Context: an optimization exercise on an open-source flow, tuned for small area, a short achievable clock period and few clock cycles. The choices shown serve that exercise and are no tape-out recipe. In this exercise RTL edits were held to simulation tests only and were not proved equivalent to the original. Power is estimated from default activity; no workload was simulated.

## flow/config.mk

```make
export PLATFORM = sky130hd
export DESIGN_NAME = dsp_seq_core
export DESIGN_NICKNAME = dsp_seq_core
export VERILOG_FILES = /design/flow/design.v
export SDC_FILE = /design/flow/constraint.sdc
export NUM_CORES = 4
export LEC_CHECK = 0
export CAP_MARGIN = 20
export CORE_MARGIN = 2
export CORE_UTILIZATION = 45
export PLACE_DENSITY = 0.6
export SLEW_MARGIN = 20
```

## flow/constraint.sdc

```tcl
create_clock -name core_clock -period 12.0 [get_ports {clk}]
set_input_delay 2.4000 -clock core_clock [delete_from_list [all_inputs] [get_ports {clk}]]
set_output_delay 2.4000 -clock core_clock [all_outputs]
set_load 0.01 [all_outputs]
```

## flow/design.v

```verilog
package dsp_pkg;
  typedef enum logic [1:0] {S_IDLE, S_FETCH, S_EXEC, S_MULW} state_t;
  localparam logic [5:0] OP_NOP  = 6'h00;
  localparam logic [5:0] OP_LI   = 6'h01;
  localparam logic [5:0] OP_ADD  = 6'h02;
  localparam logic [5:0] OP_SUB  = 6'h03;
  localparam logic [5:0] OP_MUL  = 6'h04;
  localparam logic [5:0] OP_MAC  = 6'h05;
  localparam logic [5:0] OP_OUT  = 6'h06;
  localparam logic [5:0] OP_HALT = 6'h3F;
  localparam int OP_LSB = 26;
  localparam int RS_LSB = 21;
  localparam int RT_LSB = 16;
  localparam int RD_LSB = 11;
  localparam int IMM_W  = 16;
  function automatic logic [15:0] urdhva8(input logic [7:0] x, input logic [7:0] y);
    logic [15:0] r;
    logic [3:0] c;
    r = '0;
    for (int k = 0; k < 15; k++) begin
      c = '0;
      for (int i = 0; i < 8; i++)
        for (int j = 0; j < 8; j++)
          if (i + j == k) c = c + 4'(x[i] & y[j]);
      r = r + (16'(c) << k);
    end
    urdhva8 = r;
  endfunction
endpackage
module vedic_mul_seq #(
  parameter int DATA_W = 32
) (
  input  logic              clk,
  input  logic              rst,
  input  logic              go,
  input  logic [DATA_W-1:0] a,
  input  logic [DATA_W-1:0] b,
  output logic [DATA_W-1:0] p,
  output logic              mul_done
);
  localparam int N = DATA_W / 8;
  logic [DATA_W-1:0] a_q, b_q, acc, row;
  logic [2:0] cnt;
  logic active;
  always_comb begin
    row = '0;
    for (int i = 0; i < N; i++)
      row = row + (DATA_W'(dsp_pkg::urdhva8(a_q[8*i +: 8], b_q[7:0])) << (8*i));
  end
  assign p = acc + row;
  assign mul_done = active && cnt == 3'(N-1);
  always_ff @(posedge clk or posedge rst) begin
    if (rst) begin
      a_q <= '0;
      b_q <= '0;
      acc <= '0;
      cnt <= '0;
      active <= 1'b0;
    end else if (go) begin
      a_q <= a;
      b_q <= b;
      acc <= '0;
      cnt <= '0;
      active <= 1'b1;
    end else if (active) begin
      acc <= p;
      a_q <= a_q << 8;
      b_q <= b_q >> 8;
      cnt <= cnt + 3'd1;
      active <= !mul_done;
    end
  end
endmodule
module dsp_seq_core #(
  parameter int DATA_W     = 32,
  parameter int NREGS      = 16,
  parameter int IMEM_DEPTH = 64,
  parameter int NOUT       = 3
) (
  input  logic                          clk,
  input  logic                          rst,
  input  logic                          imem_we,
  input  logic [$clog2(IMEM_DEPTH)-1:0] imem_addr,
  input  logic [31:0]                   imem_wdata,
  input  logic                          start,
  output logic                          busy,
  output logic                          done,
  output logic                          err,
  output logic [NOUT*DATA_W-1:0]        out_data,
  output logic [NOUT-1:0]               out_valid
);
  localparam logic [1:0] S_IDLE  = 2'd0;
  localparam logic [1:0] S_FETCH = 2'd1;
  localparam logic [1:0] S_EXEC  = 2'd2;
  localparam logic [1:0] S_MULW  = 2'd3;
  localparam logic [5:0] OP_LI   = dsp_pkg::OP_LI;
  localparam logic [5:0] OP_ADD  = dsp_pkg::OP_ADD;
  localparam logic [5:0] OP_SUB  = dsp_pkg::OP_SUB;
  localparam logic [5:0] OP_MUL  = dsp_pkg::OP_MUL;
  localparam logic [5:0] OP_MAC  = dsp_pkg::OP_MAC;
  localparam logic [5:0] OP_OUT  = dsp_pkg::OP_OUT;
  localparam logic [5:0] OP_HALT = dsp_pkg::OP_HALT;
  localparam int OP_LSB = dsp_pkg::OP_LSB;
  localparam int RS_LSB = dsp_pkg::RS_LSB;
  localparam int RT_LSB = dsp_pkg::RT_LSB;
  localparam int RD_LSB = dsp_pkg::RD_LSB;
  localparam int IMM_W  = dsp_pkg::IMM_W;
  localparam int AW = $clog2(IMEM_DEPTH);
  localparam int RW = $clog2(NREGS);
  logic [1:0] state_q, state_d;
  logic [AW-1:0] pc_q, pc_d;
  logic [31:0] imem [IMEM_DEPTH];
  logic [31:0] ir;
  logic [DATA_W-1:0] rf [NREGS];
  logic [5:0] op;
  logic [RW-1:0] rs_i, rt_i, rd_i, wr_idx;
  logic [DATA_W-1:0] rs_v, rt_v, rd_v, li_v, alu_v, wr_val, mul_p;
  logic [15:0] ch;
  logic legal, last, step, wr_en, go, mul_done, done_d, err_set, err_clr, out_en;
  logic done_q, err_q;
  logic [NOUT*DATA_W-1:0] out_q;
  logic [NOUT-1:0] ov_q;
  always_ff @(posedge clk) begin
    if (imem_we && state_q == S_IDLE) imem[imem_addr] <= imem_wdata;
    ir <= imem[pc_q];
  end
  assign op    = ir[OP_LSB +: 6];
  assign rs_i  = RW'(32'(ir[RS_LSB +: 5]) % NREGS);
  assign rt_i  = RW'(32'(ir[RT_LSB +: 5]) % NREGS);
  assign rd_i  = RW'(32'(ir[RD_LSB +: 5]) % NREGS);
  assign rs_v  = rf[rs_i];
  assign rt_v  = rf[rt_i];
  assign rd_v  = rf[rd_i];
  assign li_v  = DATA_W'({{16{ir[IMM_W-1]}}, ir[IMM_W-1:0]});
  assign alu_v = op == OP_SUB ? rs_v - rt_v : rs_v + rt_v;
  assign ch    = ir[IMM_W-1:0] % 16'(NOUT);
  assign legal = op <= OP_OUT || op == OP_HALT;
  assign last  = pc_q == AW'(IMEM_DEPTH-1);
  vedic_mul_seq #(.DATA_W(DATA_W)) u_mul (
    .clk(clk), .rst(rst), .go(go), .a(rs_v), .b(rt_v), .p(mul_p), .mul_done(mul_done)
  );
  always_comb begin
    state_d = state_q;
    pc_d = pc_q;
    step = 1'b0;
    wr_en = 1'b0;
    wr_idx = rd_i;
    wr_val = alu_v;
    out_en = 1'b0;
    go = 1'b0;
    done_d = 1'b0;
    err_set = 1'b0;
    err_clr = 1'b0;
    case (state_q)
      S_IDLE: if (start && !imem_we) begin
        state_d = S_FETCH;
        pc_d = '0;
        err_clr = 1'b1;
      end
      S_FETCH: state_d = S_EXEC;
      S_EXEC: if (!legal || op == OP_HALT) begin
        state_d = S_IDLE;
        done_d = 1'b1;
        err_set = !legal;
      end else if (op == OP_MUL || op == OP_MAC) begin
        go = 1'b1;
        state_d = S_MULW;
      end else begin
        wr_en = op == OP_LI || op == OP_ADD || op == OP_SUB;
        wr_idx = op == OP_LI ? rt_i : rd_i;
        wr_val = op == OP_LI ? li_v : alu_v;
        out_en = op == OP_OUT;
        step = 1'b1;
      end
      S_MULW: if (mul_done) begin
        wr_en = 1'b1;
        wr_val = op == OP_MAC ? rd_v + mul_p : mul_p;
        step = 1'b1;
      end
      default: state_d = S_IDLE;
    endcase
    if (step) begin
      state_d = last ? S_IDLE : S_FETCH;
      pc_d = last ? pc_q : pc_q + 1'b1;
      done_d = last;
      err_set = last;
    end
  end
  always_ff @(posedge clk or posedge rst) begin
    if (rst) begin
      state_q <= S_IDLE;
      pc_q <= '0;
      done_q <= 1'b0;
      err_q <= 1'b0;
      out_q <= '0;
      ov_q <= '0;
      for (int i = 0; i < NREGS; i++) rf[i] <= '0;
    end else begin
      state_q <= state_d;
      pc_q <= pc_d;
      done_q <= done_d;
      err_q <= err_clr ? 1'b0 : err_q | err_set;
      ov_q <= out_en ? NOUT'(1) << ch : '0;
      if (out_en) out_q[ch*DATA_W +: DATA_W] <= rs_v;
      if (wr_en && wr_idx != '0) rf[wr_idx] <= wr_val;
    end
  end
  assign busy = state_q != S_IDLE;
  assign done = done_q;
  assign err = err_q;
  assign out_data = out_q;
  assign out_valid = ov_q;
endmodule
```

## flow/run.sh

```bash
#!/bin/bash
# synth_recipe.tcl (not shown) runs the flow's synth.tcl, then flattens the netlist and writes it again
# the make line also repeats each setting of config.mk as NAME=value (left out here)
make -C /OpenROAD-flow-scripts/flow DESIGN_CONFIG=/design/flow/config.mk WORK_HOME=/design/flow/orfs CLKGATE_MAP_FILE= SYNTH_SCRIPT=/design/flow/synth_recipe.tcl finish
```

==> results.cfg <==
[timing]
setup-violations-final = 0
post-route-period-util = 0.957
clock-skew-final_ns = 0.0609
fin_crit_ns = 11.48
final-max-slew-violation-count = 0
hold_ws_ns = 0.436
fmax_mhz = 87.1
worstMarginPinSlew_ns = 1.30
slew_headroom = 0.127
hold_viol = 0

[route]
dr_total_vias = 84938
wl_per_cell_um = 32.5
first_pass_iters = 17
routed_wl_um = 427000
viasPerCell = 6.47
ant_nets = 0
drc = 0
drtIter0Drc = 12104

[power_and_ir_drop]
peakVddDrop_mv = 0.165
p_leak_nw = 51.5
power_mw = 21.3
p_per_area_nw_per_um2 = 150

[clock_network]
cts_root_buf = clkbuf_16
htree_num_levels = 5
insertion_delay_ns = 0.87
clk_pin_slew_ns = 0.06
cts_made_buffers = 291
numClockSinks = 2671
cts_max_path_buffers = 4
cts_tree = yes

[floorplanning]
die_w_um = 533
die_h_um = 533
start_util = 0.452
core_area_um2 = 279000
io_pins = 144
die-area_um2 = 284000
num_rows = 194

[status]
run_status = timing/DRC/antenna clean

[setup_path]
cp_slowest_stage_delay_ns = 0.55
end_kind = flop
cp.required_ns = 12.65
path_class = flop to flop
slowest_stage = fa_1
startpoint_type = flop
crit_path_frequent_cell = ha_1
regToRegStartpoint = u_mul.a_q[1]
crit_fanout = 15
cp-startpoint = u_mul.a_q[1]
arrival_ns = 12.13

[global_route]
antenna_found_initial = 34
grt_util_all_layers = 0.295
grt_pass1_vias = 83872
grt_max_degree = 186
grt_pass1_wl_um = 607000
grt-ovfl-total = 0

[synthesis]
ys.flop_type = edfxtp_1
synth-async-reset-ratio = 0.270
ys_warn_count = 3
synth-edff-count = 1920
syn_avg_cell_area_um2 = 13.8
yosysUniqueCellTypes = 98
synth_area_um2 = 126000
synth_nets = 9573
postSynthCellCount = 9102
synth_seq_area_share = 0.605
ys_ff_latch = 2671

[cells_and_area]
mostFrequentLayoutCells = 1920 x edfxtp_1, 715 x dfrtp_1, 672 x a21oi_1
multi_input_area_um2 = 47400
fin_util = 0.510
fillers = 23382
drive_gt1_frac = 0.173
nets = 9628
instances_no_fill = 13134
final_common_cell = edfxtp_1
seqCellArea_um2 = 76300
synthToLayoutAreaGrowth_pct = 12.8

[placement]
dpl.cell_count = 12584
routabilityCongestion = 0.986
io_buffers = 141
dp_hpwl_um = 254000

[job]
drv_cap = 0

[min_path]
hp-start = rf[0][5]
min_path_type = flop to flop
==> area by class of cell <==
type,count,share of cell area
Antenna cell,23,0.000405
Clock buffer,386,0.0557
Timing Repair Buffer,419,0.0250
Sequential cell,2671,0.537
Clock inverter,137,0.00960
Inverter,247,0.00660
Multi-Input combinational cell,5527,0.333
Tap cell,3724,0.0328
==> per-layer routing <==
| metal | wire, um | vias to the layer above | track usage | share of wire |
|---|---|---|---|---|
| met2 | 194000 | 5164 | 0.459 | 0.46 |
| met1 | 160000 | 43045 | 0.375 | 0.37 |
| met4 | 29300 | 22 | 0.164 | 0.069 |
| met5 | 267 | - | 0.00366 | 0.00063 |
| li1 | - | 35193 | - | - |
| met3 | 42900 | 1514 | 0.0786 | 0.10 |
==> registers in the layout, indices dropped and copies added (netlist names) <==
name / cells
done_q: 1
err_q: 1
out_q: 96
imem: 1920
u_mul.active: 1
ir: 30
ov_q: 3
u_mul.cnt: 3
u_mul.a_q: 32
rf: 512
u_mul.acc: 32
state_q: 2
pc_q: 6
u_mul.b_q: 32
==> report_power, final <==
group	total [mW]	internal (mW)	leakage, nW	switching [mW]
clock	8.79	5.06	4.52	3.73
combinational	2.16	0.701	19.5	1.46
sequential	10.3	10.1	27.5	0.253
total	21.3	15.9	51.5	5.45
==> cells in the mapped netlist, types with 30 or more instances <==
| cell | number | area share |
|---|---|---|
| edfxtp_1 | 1920 | 0.46 |
| dfrtp_1 | 721 | 0.14 |
| nor2_1 | 695 | 0.021 |
| a21oi_1 | 682 | 0.027 |
| clkbuf_1 | 522 | 0.016 |
| mux4_2 | 448 | 0.080 |
| nand2_1 | 447 | 0.013 |
| a22oi_1 | 411 | 0.024 |
| o21ai_0 | 348 | 0.014 |
| mux2i_1 | 295 | 0.023 |
| ha_1 | 282 | 0.028 |
| inv_1 | 243 | 0.0072 |
| mux2_2 | 208 | 0.019 |
| fa_1 | 147 | 0.023 |
| and2_1 | 129 | 0.0064 |
| xnor2_1 | 121 | 0.0084 |
| buf_1 | 117 | 0.0035 |
| nand3_1 | 115 | 0.0046 |
| a221oi_1 | 99 | 0.0069 |
| o22ai_1 | 95 | 0.0047 |
| nand4_1 | 89 | 0.0044 |
| a22o_1 | 84 | 0.0058 |
| o221ai_1 | 72 | 0.0050 |
| o22a_1 | 59 | 0.0041 |
| xor2_1 | 56 | 0.0039 |
| nor3_1 | 54 | 0.0021 |
| nor2b_1 | 51 | 0.0025 |
| a21o_1 | 44 | 0.0026 |
| nand2b_1 | 38 | 0.0019 |
| and3_1 | 33 | 0.0016 |
| a31oi_1 | 30 | 0.0015 |
| dfxtp_1 | 30 | 0.0048 |
| mux2_4 | 30 | 0.0036 |
==> repair_timing <==
| action | in CTS | in global routing |
|---|---|---|
| setup buffers | 0 | 2 |
| setup endpoints to repair | 0 | 75 |
| resized for setup | 0 | 17 |
| hold buffers | 0 | 0 |
==> worst max-delay path, delay by kind of cell, from the launching register on <==
family                     cells  cell delay [ns]
adders and majority gates     13             4.97
and+or+nand+nor                6             0.95
AOI/OAI and AO/OA             19             3.45
xor gates and xnor gates       5             0.85
buffers and inverters          7             0.67
DFF                            1             0.37
==> worst paths after layout <==
path,cells past startpoint,end,slack (ns)
min reg2reg,0,rf[0][5],0.44
min,0,rf[0][5],0.44
max,50,rf[15][27],0.52
max in group asynchronous,4,pc_q[3],7.42
max reg2reg,50,rf[15][27],0.52
min in group asynchronous,2,rf[13][24],2.10
==> through the flow <==
stage | setup slack, ns | setup TNS [ns] | instance area [um2]
final | 0.520 | 0 | 142000
after global routing | -0.0192 | -0.0508 | 142000
after CTS | 0.254 | 0 | 142000
after detailed placement | 0.361 | 0 | 133000
after global placement | 0.379 | 0 | 133000
after floorplan | -0.276 | -198.79 | 126000
==> cell families (layout without fill, tap and decap cells) <==
group           count (synthesis)  count (layout)  synth area share
compound gates               2173            2173             0.113
simple gates                 1766            1766            0.0646
mux                           982             982             0.126
fa+ha+maj                     429             429            0.0513
other cells                     0              23                 0
buf+inv                       904            1189            0.0273
flops                        2671            2671             0.605
xor+xnor                      177             177            0.0123
Testbench counts, summed over its fixed seeds: cycles 27,367.

re-timing with driven ports:
The results above use ideal ports. As a check the final layout listed here was re-extracted and re-timed, cells and wires unchanged.
Step 1 (the two cells are an assumption about what drives the block):
set clk [get_ports {clk}]
set_driving_cell -lib_cell sky130_fd_sc_hd__clkbuf_16 $clk
set_driving_cell -lib_cell sky130_fd_sc_hd__buf_2 [delete_from_list [all_inputs] $clk]
Step 2 also shifts input and output timing later by t, the mid clock arrival at the registers, as if the neighbouring blocks saw the same clock.
Slacks: ideal / step 1 / step 2; pairs: ideal / step 1.
shift t [ns]: 0.946
slack for setup (ns): 0.520 / 0.520 / 0.520
slew at the worst register clock pin (ns): 0.07 / 0.07
worst data-port slew with drivers (ns): 0.21
pins driven straight from the clock port: 1
After both steps this run still meets setup and hold. For this run, drivers alone change the setup slack by 0.000 ns; drivers and shift together by 0.000 ns.
